This design comes from an exercise in tuning for small area and a short achievable clock period on the open sky130 flow, not from production work. In this exercise RTL edits were held to simulation tests only and were not proved equivalent to the original. Power and IR drop assume default switching activity.

==> inputs of job 8066 <==
## peak_search_top
module peak_search_top (
   input  wire                      clk,
   input  wire                      i_rst_n,
   input  wire                      i_s_valid,
   output wire                      o_s_ready,
   input  wire sample_pkg::sample_t i_s_i,
   input  wire sample_pkg::sample_t i_s_q,
   input  wire                      i_psel,
   input  wire                      i_penable,
   input  wire                      i_pwrite,
   input  wire logic [8-1:0]  i_paddr,
   input  wire apb_regs_pkg::apb_data_t i_pwdata,
   output wire apb_regs_pkg::apb_data_t o_prdata,
   output wire                      o_pready,
   output wire                      o_pslverr,
   output wire                      o_irq
);
make LEC_CHECK=0 CAP_MARGIN=20 CORE_MARGIN=2 CORE_UTILIZATION=40 SLEW_MARGIN=20 finish   # period 7.5 ns
run.sh (not shown) runs the stock make flow with config.mk's settings and CLKGATE_MAP_FILE= SYNTH_SCRIPT=/design/flow/synth_recipe.tcl, a recipe that flattens the netlist after the stock synthesis.
==> job 2859 (differences from job 8066) <==
--- a/flow/design.v
+++ b/flow/design.v
@@ -370,89 +370,89 @@
    input  wire                 i_rst_n,
    input  wire                 i_valid,
    output logic                o_ready,
    input  wire sample_pkg::sample_t i_i,
    input  wire sample_pkg::sample_t i_q,
    output logic                o_pwr_valid,
    input  wire                 i_pwr_ready,
-   output sample_pkg::sample_t o_i,
-   output sample_pkg::sample_t o_q
+   output sample_pkg::power_t  o_pwr_power
 );
-   logic take;
+   logic [12:0] h1, h2;
+   logic        ca, cb;
+   sample_pkg::power_t pwr_d;
+   logic        take;
+   iq_pwr_tree tree0 (
+      .i_i  (i_i),
+      .i_q  (i_q),
+      .o_h1 (h1),
+      .o_h2 (h2),
+      .o_ca (ca),
+      .o_cb (cb)
+   );
+   assign pwr_d = h1 + h2 + {12'd0, ca} + {12'd0, cb};
    assign o_ready = i_pwr_ready | ~o_pwr_valid;
    assign take    = i_valid & o_ready;
    always_ff @(posedge clk) begin
       if (!i_rst_n) begin
          o_pwr_valid <= 1'b0;
       end else if (take) begin
          o_pwr_valid <= 1'b1;
       end else if (i_pwr_ready) begin
          o_pwr_valid <= 1'b0;
       end
    end
    always_ff @(posedge clk) begin
       if (take) begin
-         o_i <= i_i;
-         o_q <= i_q;
+         o_pwr_power <= pwr_d;
       end
    end
 endmodule
 `default_nettype wire
 `timescale 1ns/1ns
 `default_nettype none
 module frame_arg_max (
    input  wire                     clk,
    input  wire                     i_rst_n,
    input  wire                     i_enable,
    input  wire sample_pkg::frame_len_t i_frame_len,
    input  wire                     i_pwr_valid,
    output logic                    o_pwr_ready,
-   input  wire sample_pkg::sample_t i_i,
-   input  wire sample_pkg::sample_t i_q,
+   input  wire sample_pkg::power_t i_pwr_power,
    output logic                    o_res_valid,
    output sample_pkg::power_t      o_peak_power,
    output sample_pkg::index_t      o_peak_index,
    input  wire                     i_res_busy,
    output logic                    o_busy
 );
    logic                   hold_q;
    sample_pkg::index_t     cnt_q;
    sample_pkg::index_t     cnt_inc;
    sample_pkg::index_t     len_q;
    sample_pkg::index_t     cur_len;
+   sample_pkg::power_t     max_q;
+   sample_pkg::index_t     idx_q;
    logic                   first;
    logic                   take;
    logic                   last;
-   logic                   lag_v_q;
-   logic                   lag_first_q;
-   sample_pkg::index_t     lag_idx_q;
-   logic [12:0]            h1, h2, lag_h1_q, lag_h2_q;
-   logic                   ca, cb, lag_ca_q, lag_cb_q;
-   sample_pkg::power_t     lag_pwr;
-   sample_pkg::power_t     max_q;
-   sample_pkg::index_t     idx_q;
-   sample_pkg::power_t     max_d;
-   sample_pkg::index_t     idx_d;
    logic                   upd;
    assign o_pwr_ready = i_enable & ~hold_q;
    assign take        = i_pwr_valid & o_pwr_ready;
    assign first   = (cnt_q == '0);
    assign cnt_inc = cnt_q + 1'b1;
    assign cur_len = first ? i_frame_len[10-1:0] : len_q;
    assign last    = (cnt_inc == cur_len);
    assign o_busy = ~first | hold_q;
+   assign upd = first | (i_pwr_power > max_q);
    always_ff @(posedge clk) begin
       if (!i_rst_n) begin
          hold_q      <= 1'b0;
          cnt_q       <= '0;
          o_res_valid <= 1'b0;
-         lag_v_q     <= 1'b0;
       end else begin
          o_res_valid <= 1'b0;
-         lag_v_q     <= take;
          if (hold_q) begin
             if (!i_res_busy) begin
                hold_q      <= 1'b0;
                o_res_valid <= 1'b1;
             end
          end else if (take) begin
             if (last) begin
@@ -465,44 +465,26 @@
             end else begin
                cnt_q <= cnt_inc;
             end
          end
       end
    end
    always_ff @(posedge clk) begin
-      if (take && first) begin
-         len_q <= i_frame_len[10-1:0];
+      if (take) begin
+         if (upd) begin
+            max_q <= i_pwr_power;
+            idx_q <= cnt_q;
+         end
+         if (first) begin
+            len_q <= i_frame_len[10-1:0];
+         end
       end
    end
-   iq_pwr_tree tree0 (
-      .i_i  (i_i),
-      .i_q  (i_q),
-      .o_h1 (h1),
-      .o_h2 (h2),
-      .o_ca (ca),
-      .o_cb (cb)
-   );
-   always_ff @(posedge clk) begin
-      lag_h1_q    <= h1;
-      lag_h2_q    <= h2;
-      lag_ca_q    <= ca;
-      lag_cb_q    <= cb;
-      lag_idx_q   <= cnt_q;
-      lag_first_q <= first;
-   end
-   assign lag_pwr = lag_h1_q + lag_h2_q + {12'd0, lag_ca_q} + {12'd0, lag_cb_q};
-   assign upd   = lag_v_q & (lag_first_q | (lag_pwr > max_q));
-   assign max_d = upd ? lag_pwr : max_q;
-   assign idx_d = upd ? lag_idx_q : idx_q;
-   always_ff @(posedge clk) begin
-      max_q <= max_d;
-      idx_q <= idx_d;
-   end
-   assign o_peak_power = max_d;
-   assign o_peak_index = idx_d;
+   assign o_peak_power = max_q;
+   assign o_peak_index = idx_q;
 endmodule
 `default_nettype wire
 `timescale 1ns/1ns
 `default_nettype none
 module peak_apb_regs (
    input  wire                      clk,
    input  wire                      i_rst_n,
@@ -625,37 +607,34 @@
    logic       res_valid;
    sample_pkg::power_t     peak_power;
    sample_pkg::index_t     peak_index;
    logic       res_busy;
    logic       busy;
    logic       pwr_valid;
    logic       pwr_ready;
-   sample_pkg::sample_t    pwr_i;
-   sample_pkg::sample_t    pwr_q;
+   sample_pkg::power_t     pwr_power;
    iq_power power0 (
       .clk     (clk),
       .i_rst_n (i_rst_n),
       .i_valid (i_s_valid),
       .o_ready (o_s_ready),
       .i_i     (i_s_i),
       .i_q     (i_s_q),
       .o_pwr_valid (pwr_valid),
       .i_pwr_ready (pwr_ready),
-      .o_i     (pwr_i),
-      .o_q     (pwr_q)
+      .o_pwr_power (pwr_power)
    );
    frame_arg_max search0 (
       .clk           (clk),
       .i_rst_n       (i_rst_n),
       .i_enable      (enable),
       .i_frame_len   (frame_len),
       .i_pwr_valid   (pwr_valid),
       .o_pwr_ready   (pwr_ready),
-      .i_i           (pwr_i),
-      .i_q           (pwr_q),
+      .i_pwr_power   (pwr_power),
       .o_res_valid   (res_valid),
       .o_peak_power  (peak_power),
       .o_peak_index  (peak_index),
       .i_res_busy    (res_busy),
       .o_busy        (busy)
    );
    peak_apb_regs regs0 (
==> job 1448 (differences from job 8066) <==
Settings changed: SETUP_SLACK_MARGIN from default to 3.0.
==> results.yml <==
outcome:
  status: "complete, no violations"
critical_path:
  critPathArrivalTime_ns: 4.66
grt:
  grt_max_degree: 55
finish:
  inverters: 111
  multi_input_area_share: 0.502
  nMultiInputCombCells: 724
cts:
  cts_setup_buffers: 9
power:
  p_sw_frac: 0.349
drt:
  viasPerCell: 5.03
# the run above: job 1448

==> results.yml <==
power:
  p_sw_frac: 0.338
outcome:
  status: "complete, no violations"
critical_path:
  critPathArrivalTime_ns: 6.84
finish:
  inverters: 127
cts:
  cts_setup_buffers: 0
# the run above: job 2859

==> results.yml <==
grt:
  grt_max_degree: 55
outcome:
  status: "complete, no violations"
cts:
  cts_setup_buffers: 0
drt:
  viasPerCell: 5.03
power:
  p_sw_frac: 0.344
finish:
  nMultiInputCombCells: 723
critical_path:
  critPathArrivalTime_ns: 5.27
# the run above: job 8066


==> inputs of exp/harbor <==
peak_search_top, a different RTL version from the one above (not shown whole).
clock: 7.5 ns
lec_check: 0
cap_margin: 20
core_margin: 2
core_utilization: 60
cts_buf_list: sky130_fd_sc_hd__clkbuf_4 sky130_fd_sc_hd__clkbuf_8
cts_cluster_size: 30
setup_slack_margin: 4.4
slew_margin: 20
standard.sh (not shown) runs the stock make flow with config.mk's settings and CLKGATE_MAP_FILE= SYNTH_SCRIPT=/design/flow/synth_recipe.tcl, a recipe that flattens the netlist after the stock synthesis.
==> flow/flow/run.sh <==
#!/bin/bash
# Own layout flow: the standard synthesis, then an inverter clean-up of its
# netlist (polopt.py: full adders computed on complemented signals where that
# saves inverters, De Morgan swaps of and/or gates), checked for
# equivalence with Yosys (flip-flops cut, so a purely combinational proof);
# then the standard layout with plain buffers (buf_1) on the ports.
set -euo pipefail
R=orfs/results/sky130hd/peak_search_top/base
bash standard.sh synth > standard_synth.log 2>&1
cp $R/1_2_yosys.v synth_netlist.v
if python3 flow/polopt.py synth_netlist.v polopt_netlist.v > polopt.log 2>&1 \
   && python3 flow/cutff.py synth_netlist.v eq_gold.v >> polopt.log 2>&1 \
   && python3 flow/cutff.py polopt_netlist.v eq_gate.v >> polopt.log 2>&1; then
  LIB=$FLOW_HOME/platforms/sky130hd/lib/sky130_fd_sc_hd__tt_025C_1v80.lib
  cat > eq.ys <<EOS
read_liberty -ignore_miss_func $LIB
read_verilog eq_gold.v
rename $FLOW_TOP gold
read_verilog eq_gate.v
rename $FLOW_TOP gate
flatten
miter -equiv -flatten -make_assert -ignore_gold_x gold gate m
hierarchy -top m
sat -verify -prove-asserts m
EOS
  if yosys -s eq.ys > equiv.log 2>&1; then
    echo "netlist clean-up proven equivalent, used" >> polopt.log
    cp polopt_netlist.v $R/1_2_yosys.v
    touch $R/1_2_yosys.v
    rm -f $R/1_synth.odb $R/1_synth.sdc
  else
    echo "equivalence not proven, standard netlist kept" >> polopt.log
  fi
fi
bash standard.sh BUFFER_PORTS_ARGS="-buffer_cell sky130_fd_sc_hd__buf_1" finish > standard_flow.log 2>&1
Other scripts of this flow, unchanged in this note and not shown: flow/flow/cutff.py, flow/flow/polopt.py
==> inputs of exp/xenon, as changes to exp/harbor <==
--- a/flow/config.mk
+++ b/flow/config.mk
@@ -11,4 +11,4 @@
 export CTS_BUF_LIST = sky130_fd_sc_hd__clkbuf_4 sky130_fd_sc_hd__clkbuf_8
 export CTS_CLUSTER_SIZE = 30
-export SETUP_SLACK_MARGIN = 4.4
+export SETUP_SLACK_MARGIN = 4.2
 export SLEW_MARGIN = 20
==> inputs of exp/pepper, as changes to exp/harbor <==
--- a/flow/config.mk
+++ b/flow/config.mk
@@ -11,4 +11,4 @@
 export CTS_BUF_LIST = sky130_fd_sc_hd__clkbuf_4 sky130_fd_sc_hd__clkbuf_8
 export CTS_CLUSTER_SIZE = 30
-export SETUP_SLACK_MARGIN = 4.4
+export SETUP_SLACK_MARGIN = 4.0
 export SLEW_MARGIN = 20
==> results.yml <==
critical_path:
  crit_arrival_ns: 3.66
  cpLargestDelayFamily: "adder cells"
  startpoint: "power0.o_xq[7]$_DFFE_PP_"
  r2r_slack_ns: 4.18
placement:
  dp.cells: 1238
  post_dp_cell_area_um2: 10900
clocking:
  cts_setup_buffers: 0
status:
  status: "finished clean"
route:
  wl_met2_mm: 11.2
  met1_length_mm: 9.08
pwr:
  vdd_drop_max_uv: 179
  power.density_nw_per_um2: 262
  pg_seq_mw: 1.12
cells_and_area:
  final-clk-cell-share: 0.0352
  fin_nets: 1260
  multi_input_area_share: 0.527
  nClkBuffers: 19
global_route:
  grt_max_degree: 32
timing:
  finalCritPeriodShare: 0.443
  tightestPinTransition_ns: 0.797
[end of results for exp/pepper]
==> results.yml <==
status:
  status: "finished clean"
placement:
  post_dp_cell_area_um2: 10900
global_route:
  grt_max_degree: 36
cells_and_area:
  multi_input_area_share: 0.524
  fin_nets: 1267
timing:
  finalCritPeriodShare: 0.428
pwr:
  vdd_drop_max_uv: 162
  power.density_nw_per_um2: 261
critical_path:
  crit_arrival_ns: 1.71
  cpLargestDelayFamily: "flip-flops"
[end of results for exp/xenon]
==> results.yml <==
status:
  status: "finished clean"
clocking:
  cts_setup_buffers: 11
critical_path:
  startpoint: "search0.lag_r2_q[2]$_DFF_P_"
  r2r_slack_ns: 4.27
  crit_arrival_ns: 3.45
pwr:
  power.density_nw_per_um2: 264
  vdd_drop_max_uv: 179
placement:
  dp.cells: 1237
cells_and_area:
  final-clk-cell-share: 0.0370
  nClkBuffers: 21
  fin_nets: 1286
timing:
  tightestPinTransition_ns: 0.832
global_route:
  grt_max_degree: 31
route:
  wl_met2_mm: 11.5
  met1_length_mm: 8.91
[end of results for exp/harbor]

-- what the ideal ports hide --
No port has a modelled driver above. Below, the same layouts with a new extraction and two added sets of constraints. Step 1 (the two cells are an assumption about what drives the block):
set clk [get_ports {clk}]
set_driving_cell -lib_cell sky130_fd_sc_hd__clkbuf_16 $clk
set_driving_cell -lib_cell sky130_fd_sc_hd__buf_2 [delete_from_list [all_inputs] $clk]
Step 2 adds t to the input delays and takes it off the output delays; t is the mean of the earliest and latest rising clock arrival at the registers after step 1. Input paths then give back, and output paths get back, about the clock's delay inside the block. a / b / c = ideal ports / drivers / drivers and shift; a / b = the first two.
run | t (ns) | slack for setup (ns) | worst hold slack (ns)
job 8066 | 0.472 | 2.392 / 2.392 / 2.392 | 0.475 / 0.475 / 0.475
job 2859 | 0.439 | 0.805 / 0.823 / 0.384 | 0.424 / 0.424 / 0.424
job 1448 | 0.479 | 3.014 / 3.014 / 3.014 | 0.460 / 0.460 / 0.460
exp/harbor | 0.502 | 4.270 / 4.270 / 4.062 | 0.413 / 0.413 / 0.413
exp/xenon | 0.504 | 4.292 / 4.251 / 4.183 | 0.418 / 0.418 / 0.418
exp/pepper | 0.493 | 4.179 / 4.156 / 4.179 | 0.417 / 0.417 / 0.417
After both steps setup and hold are still met in every run listed. The setup slack of job 2859, which loses most, moves by +0.018 ns with the drivers and by -0.421 ns with both steps.
